This is an optimization exercise on Yosys and OpenROAD, whose aim is small area, a short achievable clock period and few clock cycles per item, not a production implementation.
In this exercise RTL edits were held to simulation tests only and were not proved equivalent to the original.

`design/flow/design.v`:
```
module div_recombine #(
  parameter int WIDTH = 64
) (
  input  logic               clk,
  input  logic               rstn,
  input  logic               vld_i,
  input  logic [WIDTH-1:0]   op1_i,
  input  logic [WIDTH-1:0]   op2_i,
  input  logic [WIDTH-1:0]   quo_i,
  input  logic [WIDTH-1:0]   rem_i,
  output logic               ready_o,
  output logic               vld_o,
  output logic [2*WIDTH-1:0] prod_o,
  output logic               ok_o,
  output logic               rng_o
);
  localparam int ND  = 11;                 
  localparam int NB  = 2 * ND;             
  localparam int NI  = (64 + NB - 1) / NB;  
  localparam int PLW = NB * NI;            
  localparam int XW  = 65 + NB;
  logic          busy;
  logic [1:0]    cnt;
  logic          fin;               
  logic [63:0]   a_q, a_o;
  logic [63:0]   b_q;
  logic [65:0]   b3_q;
  logic [63:0]   q_sh;
  logic [64:0]   acc;               
  logic [PLW-1:0] plo;              
  logic [PLW+XW-NB-1:0] pfull;      
  logic          lt_q, req_q, qones_q, bnz_q;
  logic          lt_o, req_o, qones_o, bnz_o;
  logic [XW-1:0] x;
  logic [65:0]   pp [ND];
  logic          accept;
  logic          last;
  logic          eq;
  assign accept = vld_i && ready_o;
  assign last   = busy && (cnt == 2'(NI - 1));
  always_comb begin
    for (int k = 0; k < ND; k++) begin
      case (q_sh[2*k +: 2])
        2'd1:    pp[k] = {2'b00, b_q};
        2'd2:    pp[k] = {1'b0, b_q, 1'b0};
        2'd3:    pp[k] = b3_q;
        default: pp[k] = '0;
      endcase
    end
  end
  always_comb begin
    x = XW'(acc);
    for (int k = 0; k < ND; k++) x = x + (XW'(pp[k]) << (2 * k));
  end
  assign pfull = {x, plo[PLW-1:NB]};
  assign eq = (prod_o[127:64] == '0) && (prod_o[63:0] == a_o);
  always_ff @(posedge clk or negedge rstn) begin
    if (!rstn) begin
      busy    <= 1'b0;
      cnt     <= '0;
      fin     <= 1'b0;
      ready_o <= 1'b1;
      vld_o   <= 1'b0;
    end else begin
      vld_o <= fin;
      fin   <= last;
      if (accept) begin
        busy    <= 1'b1;
        cnt     <= '0;
        ready_o <= (NI == 1);
      end else if (busy) begin
        cnt <= cnt + 2'd1;
        if (last) busy <= 1'b0;
        if (cnt == 2'(NI - 2)) ready_o <= 1'b1;
      end
    end
  end
  always_ff @(posedge clk) begin
    if (accept) begin
      a_q     <= op1_i;
      b_q     <= op2_i;
      b3_q    <= {2'b00, op2_i} + {1'b0, op2_i, 1'b0};
      q_sh    <= quo_i;
      acc     <= {1'b0, rem_i};
      lt_q    <= rem_i < op2_i;
      req_q   <= rem_i == op1_i;
      qones_q <= &quo_i;
      bnz_q   <= |op2_i;
    end else if (busy) begin
      plo  <= {x[NB-1:0], plo[PLW-1:NB]};
      acc  <= x[XW-1:NB];
      q_sh <= q_sh >> NB;
    end
    if (last) begin
      prod_o  <= pfull[127:0];
      a_o     <= a_q;
      lt_o    <= lt_q;
      req_o   <= req_q;
      qones_o <= qones_q;
      bnz_o   <= bnz_q;
    end
    if (fin) begin
      rng_o <= bnz_o ? lt_o : req_o;
      ok_o  <= bnz_o ? (eq && lt_o) : (qones_o && req_o);
    end
  end
endmodule
```
`design/flow/flow/run.sh`:
```
#!/bin/bash
set -euo pipefail
cat >> config.mk <<'CFG'
export DONT_USE_CELLS += sky130_fd_sc_hd__a222oi_1 sky130_fd_sc_hd__a21oi_2 sky130_fd_sc_hd__a22oi_2 sky130_fd_sc_hd__a21boi_1 sky130_fd_sc_hd__a21boi_2
export BUFFER_PORTS_ARGS = -buffer_cell sky130_fd_sc_hd__buf_2
CFG
bash standard.sh > standard.log 2>&1
```
`design/flow/standard.sh`:
```
#!/bin/bash
# synth_recipe.tcl (not shown) runs the flow's synth.tcl, then flattens the netlist and writes it again
# the make line also repeats each setting of config.mk as NAME=value (left out here)
make -C /OpenROAD-flow-scripts/flow DESIGN_CONFIG=/design/flow/config.mk WORK_HOME=/design/flow/orfs CLKGATE_MAP_FILE= SYNTH_SCRIPT=/design/flow/synth_recipe.tcl "${@:-finish}"
```
`design/flow/config.mk`:
```
export PLATFORM = sky130hd
export DESIGN_NAME = div_recombine
export DESIGN_NICKNAME = div_recombine
export VERILOG_FILES = /design/flow/design.v
export SDC_FILE = /design/flow/constraint.sdc
export NUM_CORES = 4
export LEC_CHECK = 0
export ABC_AREA = 0
export ABC_CLOCK_PERIOD_IN_PS = 6000
export CAP_MARGIN = 20
export CORE_MARGIN = 2
export CORE_UTILIZATION = 45
export PLACE_DENSITY = 0.55
export SETUP_SLACK_MARGIN = 2.0
export SLEW_MARGIN = 20
export TNS_END_PERCENT = 10
export DONT_USE_CELLS += sky130_fd_sc_hd__a222oi_1 sky130_fd_sc_hd__a21oi_2 sky130_fd_sc_hd__a22oi_2 sky130_fd_sc_hd__a21boi_1 sky130_fd_sc_hd__a21boi_2
export BUFFER_PORTS_ARGS = -buffer_cell sky130_fd_sc_hd__buf_2
```
`design/flow/constraint.sdc`:
```
create_clock -name core_clock -period 8.0 [get_ports {clk}]
set_input_delay 1.6000 -clock core_clock [delete_from_list [all_inputs] [get_ports {clk}]]
set_output_delay 1.6000 -clock core_clock [all_outputs]
set_load 0.01 [all_outputs]
```
==> impl.org, run 1 <==
** Status
- The flow ran to the end and the layout has no timing, DRC or antenna violations.

** Setup path
- The worst register-to-register path begins at q_sh[5]$_DFFE_PP_.
- The worst setup path is captured at a flop.
- For this run, the slowest stage of the critical path takes 0.59 ns.
- Cell type of the slowest stage on the worst timing path :: sky130_fd_sc_hd__fa_1
- Data on the critical path is required at its endpoint by 8.41 ns.
- Launching instance or port of the critical path :: q_sh[5]$_DFFE_PP_
- Length in cells of the worst reg-to-reg path :: 27
- Reg2Reg Setup Slack :: 1.15 ns
- Of all nets on the critical path, the largest fanout is 16.
- Counting stages on the worst path, the most repeated cell is sky130_fd_sc_hd__fa_1.
- CP Capture Point :: acc[52]$_DFFE_PP_
- Kind of critical path :: flop to flop
- Endpoint of the worst register-to-register path :: acc[52]$_DFFE_PP_
- CP arrival :: 7.26 ns
- STA classifies the critical path startpoint as a flop.

** Floorplan
- The floorplan step set the die width to 377 microns.
- The total area inside the core boundary comes to 139000 sq um.
- The initial utilization of the core area, before any placement, comes to 0.451.
- Number of placement rows :: 137
- Pin placement for this block handled 391 I/O pins.
- The die covers 142000 sq um.
- Measured along the y axis, the die boundary spans 377 microns.

** Drt
- The pre-antenna-repair detailed-routing pass consisted of 6 iterations.
- DR iter-0 viols :: 5769
- The routed layout has 52700 vias.
- Remaining antenna violation count after routing :: 0
- For this block, wires on met1 add up to 104 mm.
- Average wire per standard cell :: 33.7 microns
- After detailed routing, the number of remaining DRC violations is 0.
- Highest routed metal layer :: met5
- Overall routed net length :: 283 mm
- Post-DR vias/cell :: 6.28
- Met3 Routed Length :: 24.8 mm
- Routed wl met2 :: 129 mm

** Hold path
- Worst min-delay path class :: flop to flop
- Counting instances, the worst hold path has a depth of 0.

** Synthesis
- Post-synth cell types :: 84
- Main area contributors after synthesis :: sky130_fd_sc_hd__edfxtp_1 (27%), sky130_fd_sc_hd__fa_1 (20%), sky130_fd_sc_hd__mux2_2 (13%)
- For this run, the number of Yosys warnings is 2.
- Seq/Total Area, Yosys :: 0.274
- The mapped netlist covers 62800 sq um.
- Synthesis produced a netlist with a net count of 7256.
- Asr flop ratio synth :: 0.0105
- Post-synth EDFFs :: 567
- Of the post-synthesis cell area, the dominant cell type holds 0.271.
- Post-synthesis instance total :: 6040
- The synthesized design spends more area on one cell type than any other, namely sky130_fd_sc_hd__edfxtp_1.
- Flop and latch count out of synthesis :: 574
- In the synthesized netlist the dominant register cell turns out to be sky130_fd_sc_hd__edfxtp_1.
- Each instance of the synthesized netlist takes up on average 10.4 sq um.

** CTS
- H-tree depth :: 2
- The clock passes through at most 3 buffers.
- Clock network latency to the later pin of the worst-skew pair :: 0.67 ns
- TritonCTS built the clock tree.
- CTS placed an instance of sky130_fd_sc_hd__clkbuf_16 at the clock tree root.
- The clock drives 574 sinks.
- Clock-pin slew was measured on the worst setup and hold paths at 0.06 ns.
- Number of buffers created by CTS :: 60

** Finish
- Leaving out fill and tap cells, the most frequent cell in the layout is sky130_fd_sc_hd__inv_1.
- The final layout contains 7668 nets.
- Synth-to-Final Area Change :: 18.9%
- Leaving out fill and tap cells, the most frequent cells in the layout are sky130_fd_sc_hd__inv_1 (845), sky130_fd_sc_hd__mux2_2 (713), sky130_fd_sc_hd__a22oi_1 (599).
- Of the cells placed in the final design, the portion with a size suffix greater than 1 is 0.299.
- Non-filler cells in the finished layout :: 8393

** Global routing
- Vias in the first global route :: 53200
- The first global-routing pass estimated 398 mm of wire.
- Largest net degree at the start of global routing :: 158
- The initial antenna violation count is 23.
- Total congestion overflow :: 0
- Across every metal layer, demand over resource in global routing totals 0.394.

** Timing
- Worst-case clock skew :: 0.0243 ns
- In the final timing run, aggregate negative setup slack is 0 ns.
- The final hold violation count came to 0.
- Derived from the worst setup path, the maximum achievable clock frequency is 146 MHz.
- Final setup violation count :: 0
- Setup repair after global routing could not meet its margin everywhere.
- For the finished layout, the period the worst path requires is 6.85 ns.
- Actual slew at the worst max-slew pin :: 1.09 ns
- Dividing the final minimum period by the clock period gives 0.857.
- Relative slew slack :: 0.275
- The number of pins with negative max-slew slack in the final report came to 0.

** Placement
- Global placement routability congestion :: 1.01
- Port Buf Inserts :: 390
- Number of placed cells counting well taps :: 8003
- The wire-length estimate of the detail-placed layout is 208 mm.

** Job
- Maximum Capacitance Violations :: 0
metrics by stage:
stage | utilization | instance area (sq um) | setup slack (ns) | hold WS, ns
floorplan | - | 62800 | 1.22 | 0.391
global placement | 0.484 | 67300 | 0.517 | 0.401
detailed placement | 0.484 | 67300 | 0.509 | 0.405
CTS | 0.533 | 74100 | 1.31 | 0.413
global route | 0.537 | 74600 | 1.03 | 0.416
finish | 0.537 | 74600 | 1.15 | 0.415
routing by layer:
layer	track usage	up-vias
met5	0	-
met4	0.282	14
met3	0.0780	909
met2	0.625	3039
met1	0.479	26700
li1	-	22000
logic make-up (layout without fill, tap and decap cells):
group | count (synthesis) | count (layout) | share of synthesized area
simple gates | 878 | 878 | 0.0679
flops | 574 | 574 | 0.274
fa+ha+maj | 957 | 957 | 0.265
compound gates | 1286 | 1286 | 0.146
other cells | 0 | 13 | 0
buf+inv | 1370 | 1834 | 0.0820
mux | 723 | 723 | 0.130
xor+xnor | 252 | 252 | 0.0352
sequential cells by signal, summed over array words and instances (netlist names), 2 cells and up:
signal / flops
q_sh: 64
acc: 65
plo: 44
cnt: 2
b3_q: 65
a_o: 64
b_q: 64
a_q: 64
prod_o: 128
cells in the mapped netlist, drive strengths merged (109+ instances only):
| library cell | instances |
|---|---|
| a21o | 116 |
| o21ai | 109 |
| a22oi | 599 |
| xnor2 | 121 |
| ha | 333 |
| mux2 | 717 |
| a21oi | 213 |
| edfxtp | 567 |
| clkbuf | 486 |
| inv | 863 |
| nand2 | 398 |
| xor2 | 131 |
| fa | 624 |
timing repair:
item                                    CTS  global route
hold buffers                              0             0
buffers inserted                        205            23
pin swaps                               221            75
gates resized for setup                 322            58
gates cloned                             34             1
endpoints found under the setup margin  139           139
worst max-delay path: cells and delay by family, from the launching register on:
kind	cells	cell delay, ns
mux	1	0.28
xor+xnor	1	0.18
compound gates	5	0.83
flops	1	0.37
buf+inv	9	1.04
fa+ha+maj	6	2.85
simple gates	5	1.02
cell type report:
type / count / area, sq um
fill: 12500 / 64400
clock buffer: 68 / 1550
timing repair buffer: 857 / 7420
antenna: 13 / 32.5
tap: 1876 / 2350
multi-input combinational: 4096 / 42200
sequential: 574 / 17200
inverter: 863 / 3250
clock inverter: 46 / 594
worst min-delay path by stage:
stage                 startpoint                 to
2_1_floorplan      fin$_DFF_PN0_    vld_o$_DFF_PN0_
3_3_place_gp   a_q[58]$_DFFE_PP_  a_o[58]$_DFFE_PP_
3_5_place_dp    a_q[1]$_DFFE_PP_   a_o[1]$_DFFE_PP_
4_1_cts        a_q[56]$_DFFE_PP_  a_o[56]$_DFFE_PP_
5_1_grt        a_q[15]$_DFFE_PP_  a_o[15]$_DFFE_PP_
6_report        a_q[4]$_DFFE_PP_   a_o[4]$_DFFE_PP_
Testbench counts, summed over its fixed seeds: cycles 2,904, items 960.
==> inputs of run 2 (changes only) <==
--- a/design/flow/design.v
+++ b/design/flow/design.v
@@ -14,7 +14,7 @@
   output logic               ok_o,
   output logic               rng_o
 );
-  localparam int ND  = 11;                 
+  localparam int ND  = 8;                  
   localparam int NB  = 2 * ND;             
   localparam int NI  = (64 + NB - 1) / NB;  
   localparam int PLW = NB * NI;            
--- a/design/flow/config.mk
+++ b/design/flow/config.mk
@@ -6,12 +6,12 @@
 export NUM_CORES = 4
 export LEC_CHECK = 0
 export ABC_AREA = 0
-export ABC_CLOCK_PERIOD_IN_PS = 6000
+export ABC_CLOCK_PERIOD_IN_PS = 5500
 export CAP_MARGIN = 20
 export CORE_MARGIN = 2
 export CORE_UTILIZATION = 45
 export PLACE_DENSITY = 0.55
-export SETUP_SLACK_MARGIN = 2.0
+export SETUP_SLACK_MARGIN = 2.5
 export SLEW_MARGIN = 20
 export TNS_END_PERCENT = 10
 export DONT_USE_CELLS += sky130_fd_sc_hd__a222oi_1 sky130_fd_sc_hd__a21oi_2 sky130_fd_sc_hd__a22oi_2 sky130_fd_sc_hd__a21boi_1 sky130_fd_sc_hd__a21boi_2
==> impl.org, run 2 <==
** Status
- The run finished with no timing, DRC or antenna violations.

** Timing
- Setup_tns :: 0 ns (unchanged)
- Actual slew at the worst max-slew pin :: 1.17 ns (+0.0825 ns)
- Number of endpoints with negative hold slack in the final report :: 0 (unchanged)
- Setup repair after global routing could not meet its margin everywhere.
- The highest achievable clock rate is 153 MHz (+4.6%).
- Final setup violation count :: 0 (unchanged)
- Share of the clock period used by the worst path after layout :: 0.819 (-0.0379)
- The final clock skew was 0.0445 ns (+0.0202 ns).
- The worst-case headroom to the max-slew limit is 0.213 (-0.0615).
- Minimum period implied by the final worst setup slack :: 6.55 ns (-0.303 ns)
- The number of pins with negative max-slew slack in the final report was 0 (unchanged).

** Synthesis
- The netlist area before placement was 53900 sq um (-14%).
- Seq/Total Area, Yosys :: 0.321 (+0.0472)
- Dominant cell type by area after synthesis :: sky130_fd_sc_hd__edfxtp_1
- Synth warnings :: 2 (unchanged)
- Library cell with the highest instance count after synthesis :: sky130_fd_sc_hd__inv_1
- The most used flip-flop cell after synthesis is sky130_fd_sc_hd__edfxtp_1.
- Flop and latch count out of synthesis :: 578 (+0.70%)
- Post-synthesis instance total :: 5131 (-15%)
- Leading cell types by count after synthesis :: sky130_fd_sc_hd__inv_1 (780), sky130_fd_sc_hd__edfxtp_1 (571), sky130_fd_sc_hd__mux2_2 (534)
- The synthesized area per cell came to 10.5 sq um (+1.1%).
- The number of flops mapped to enable cells by yosys was 571 (+0.71%).
- The area share of the largest cell type after synthesis was 0.318 (+0.0468).
- By area the synthesized netlist is led by sky130_fd_sc_hd__edfxtp_1 (32%), sky130_fd_sc_hd__fa_1 (16%), sky130_fd_sc_hd__mux2_2 (11%).
- Asr flop ratio synth :: 0.0104 (-0.0000723)
- The net count after synthesis is 6118 (-16%).
- The distinct cell type count of the synthesized netlist came to 86 (+2.4%).

** Placement
- Area after detailed placement :: 57400 sq um (-15%)
- The count of buffers from port buffering was 390 (unchanged).
- DPL Wire Length :: 162 mm (-22%)
- The weighted congestion at the end of routability-driven global placement came to 0.927 (-8.5%).

** Setup path
- Critical path launch point type :: flop
- Critical R2R Launch :: q_sh[13]$_DFFE_PP_
- The endpoint arrival time on the critical path came to 6.96 ns (-0.30 ns).
- The most critical setup path has its startpoint at q_sh[13]$_DFFE_PP_.
- The critical path required time is 8.41 ns (about the same).
- The depth of the worst register-to-register path was 22 (-19%).
- The largest driver fanout on the critical path came to 8 (-8).
- The worst setup path is of the flop to flop kind.
- STA classifies the critical path endpoint as a flop.

** Floorplan
- The area of the core region is 118000 sq um (-15%).
- Die Span Y :: 350 microns (-7.2%)
- The number of rows created at floorplan is 126 (-8.0%).
- Initial cell density of the core :: 0.455 (+0.00385)
- The number of top-level pins was 391 (unchanged).
- The area enclosed by the die boundary was 123000 sq um (-14%).
- Die Span X :: 350 microns (-7.2%)

** Finish
- Synth-to-Final Area Change :: 18.7%
- In the layout the commonest cells are sky130_fd_sc_hd__inv_1 (760), sky130_fd_sc_hd__edfxtp_1 (571), sky130_fd_sc_hd__mux2_2 (530).
- Layout Nets :: 6535 (-15%)
- The ratio of cells with drive above 1 in the final layout came to 0.273 (-0.0262).
- The largest registers in the layout are prod_o x128, acc x65, b3_q x65.
- The cell area after layout is 64000 sq um (-14%).
- Most common library cell in the layout ignoring fill and taps :: sky130_fd_sc_hd__inv_1
- Register name with the most flops :: prod_o
- The number of flip-flops under the largest register name came to 128 (unchanged).

** CTS
- CTS tree :: done
- CTS Sinks :: 578 (+0.70%)
- The insertion delay of the later-clocked pin in the worst-skew pair was 0.68 ns (about the same).
- Clock Pin Slew Worst Setup and Hold Paths :: 0.06 ns (about the same)
- H-tree depth :: 3 (+1)
- The clock tree buffer depth is 3 (unchanged).
- The total CTS buffers was 70 (+17%).
- Hold-fix buffers at CTS :: 0 (unchanged)
- Clock Tree Root :: sky130_fd_sc_hd__clkbuf_16

** Drt
- The length of the first detailed-routing pass in iterations was 8 (+2).
- Total DRC errors in the routed layout :: 0 (unchanged)
- The residual antenna-violating net count after detailed routing came to 0 (unchanged).
- Overall routed net length :: 220 mm (-22%)
- The mean routed wirelength per cell was 30.5 microns (-9.5%).
- Post-DR vias/cell :: 6.06 (-3.4%)
- The number of DRC markers after the initial detailed-route iteration came to 4782 (-17%).
- Total via count after detailed routing :: 43700 (-17%)

** Hold path
- Hold path depth :: 0 (unchanged)
- The min-delay analysis places its worst path in the category flop to flop.
- The startpoint identified for the worst hold timing path is a_q[39]$_DFFE_PP_.

** Global routing
- Antenna violations before repair :: 22 (-4.3%)
- The combined global-route utilization of all metal layers is 0.352 (-0.0417).
- The sum of overflow across all layers after global routing is 0 (unchanged).
- Largest net degree at the start of global routing :: 161 (+1.9%)
- Vias in the first global route :: 43200 (-19%)
- The global-route wire length before repair was 310 mm (-22%).

** Job
- The max-capacitance violation count came to 0 (unchanged).
run 2: changes by cell type after synthesis, sizes merged, moves of 43 or more:
cell    before  now
a22oi      599  388
clkbuf     486  290
fa         624  438
ha         333  290
inv        863  780
mux2       717  535
run 2: repair_timing:
action	in CTS	in global routing
setup buffers	117	50
resized for setup	264	76
endpoints found under the setup margin	135	133
cloned	33	6
pin swaps	115	80
run 2: critical path: stages (launching register included):
cell	delay, ns
sky130_fd_sc_hd__edfxtp_1	0.39
sky130_fd_sc_hd__buf_6	0.16
sky130_fd_sc_hd__nor2b_4	0.21
sky130_fd_sc_hd__buf_4	0.19
sky130_fd_sc_hd__buf_6	0.22
sky130_fd_sc_hd__a22oi_1	0.15
sky130_fd_sc_hd__fa_1	0.58
sky130_fd_sc_hd__inv_2	0.05
sky130_fd_sc_hd__fa_1	0.50
sky130_fd_sc_hd__fa_1	0.57
sky130_fd_sc_hd__inv_1	0.06
sky130_fd_sc_hd__fa_1	0.48
sky130_fd_sc_hd__inv_1	0.07
sky130_fd_sc_hd__ha_4	0.28
sky130_fd_sc_hd__nand2_4	0.07
sky130_fd_sc_hd__or3_4	0.39
sky130_fd_sc_hd__or4_4	0.51
sky130_fd_sc_hd__a31oi_4	0.27
sky130_fd_sc_hd__or4_4	0.21
sky130_fd_sc_hd__a311oi_4	0.13
sky130_fd_sc_hd__o41a_2	0.43
sky130_fd_sc_hd__xnor2_2	0.16
sky130_fd_sc_hd__mux2_4	0.27
run 2: path summary, 6_finish.rpt:
kind / endpoint / slack [ns]
min in group asynchronous: fin$_DFF_PN0_ / 0.88
worst min register to register: a_o[39]$_DFFE_PP_ / 0.41
worst max-delay path: acc[62]$_DFFE_PP_ / 1.45
worst min-delay path: a_o[39]$_DFFE_PP_ / 0.41
worst max register to register: acc[62]$_DFFE_PP_ / 1.45
max in group asynchronous: ready_o$_DFFE_PN1P_ / 6.80
run 2: layout make-up:
cell class,count,area [sq um]
clock buffers,80,1810
multi-input cells,3457,33900
inverters,780,2940
repair buffers,661,5440
fillers,10500,54400
flip-flops and latches,578,17300
diodes,14,35.0
well taps,1600,2000
clock inverters,48,573
run 2: stage by stage:
step | util | cells | worst slack (ns) | hold slack [ns]
final | 0.541 | 7218 | 1.45 | 0.406
after global routing | 0.540 | 7211 | 1.32 | 0.419
after CTS | 0.532 | 7148 | 1.50 | 0.404
after detailed placement | 0.485 | 6870 | 0.721 | 0.405
after global placement | 0.485 | 6870 | 0.730 | 0.400
after floorplan | - | 5131 | 1.90 | 0.391
run 2: cells by family after synthesis:
family          after synthesis  share of synthesized area
flops                       578                      0.321
compound gates             1096                      0.146
simple gates                861                     0.0757
xor+xnor                    231                     0.0377
buf+inv                    1096                     0.0769
mux                         541                      0.113
fa+ha+maj                   728                      0.230
run 2: metal layers:
layer	global-route usage	up-vias	wire length, microns
li1	-	19000	-
met1	0.476	21800	89500
met2	0.505	2448	90100
met3	0.134	446	29000
met4	0.143	6	11400
met5	0	-	32
Testbench counts of run 2, summed over its fixed seeds: cycles 3,864, items 960.

[re-timing with driven ports]
In the flow no input, the clock included, has a driving cell. The finished layouts below were timed again as built, in two steps. Step 1: set_driving_cell puts a clkbuf_16 on clk and a buf_2 on each other input, an assumption about the parent block. Step 2, shift: input delay + t, output delay - t, t = (earliest + latest rising clock arrival at the registers) / 2. This alone moves slack from input paths to output paths. a / b / c = ideal / step 1 / step 2; a / b = the first two.
run | shift t [ns] | slack for setup (ns) | hold WS [ns] | latest minus earliest clock arrival (ns) | slew at the worst register clock pin (ns)
run 1 | 0.736 | 1.147 / 1.147 / 1.147 | 0.415 / 0.415 / 0.415 | 0.027 / 0.026 | 0.08 / 0.08
run 2 | 0.738 | 1.451 / 1.451 / 1.451 | 0.406 / 0.406 / 0.406 | 0.044 / 0.045 | 0.07 / 0.07
After both steps every run listed still meets setup and hold.
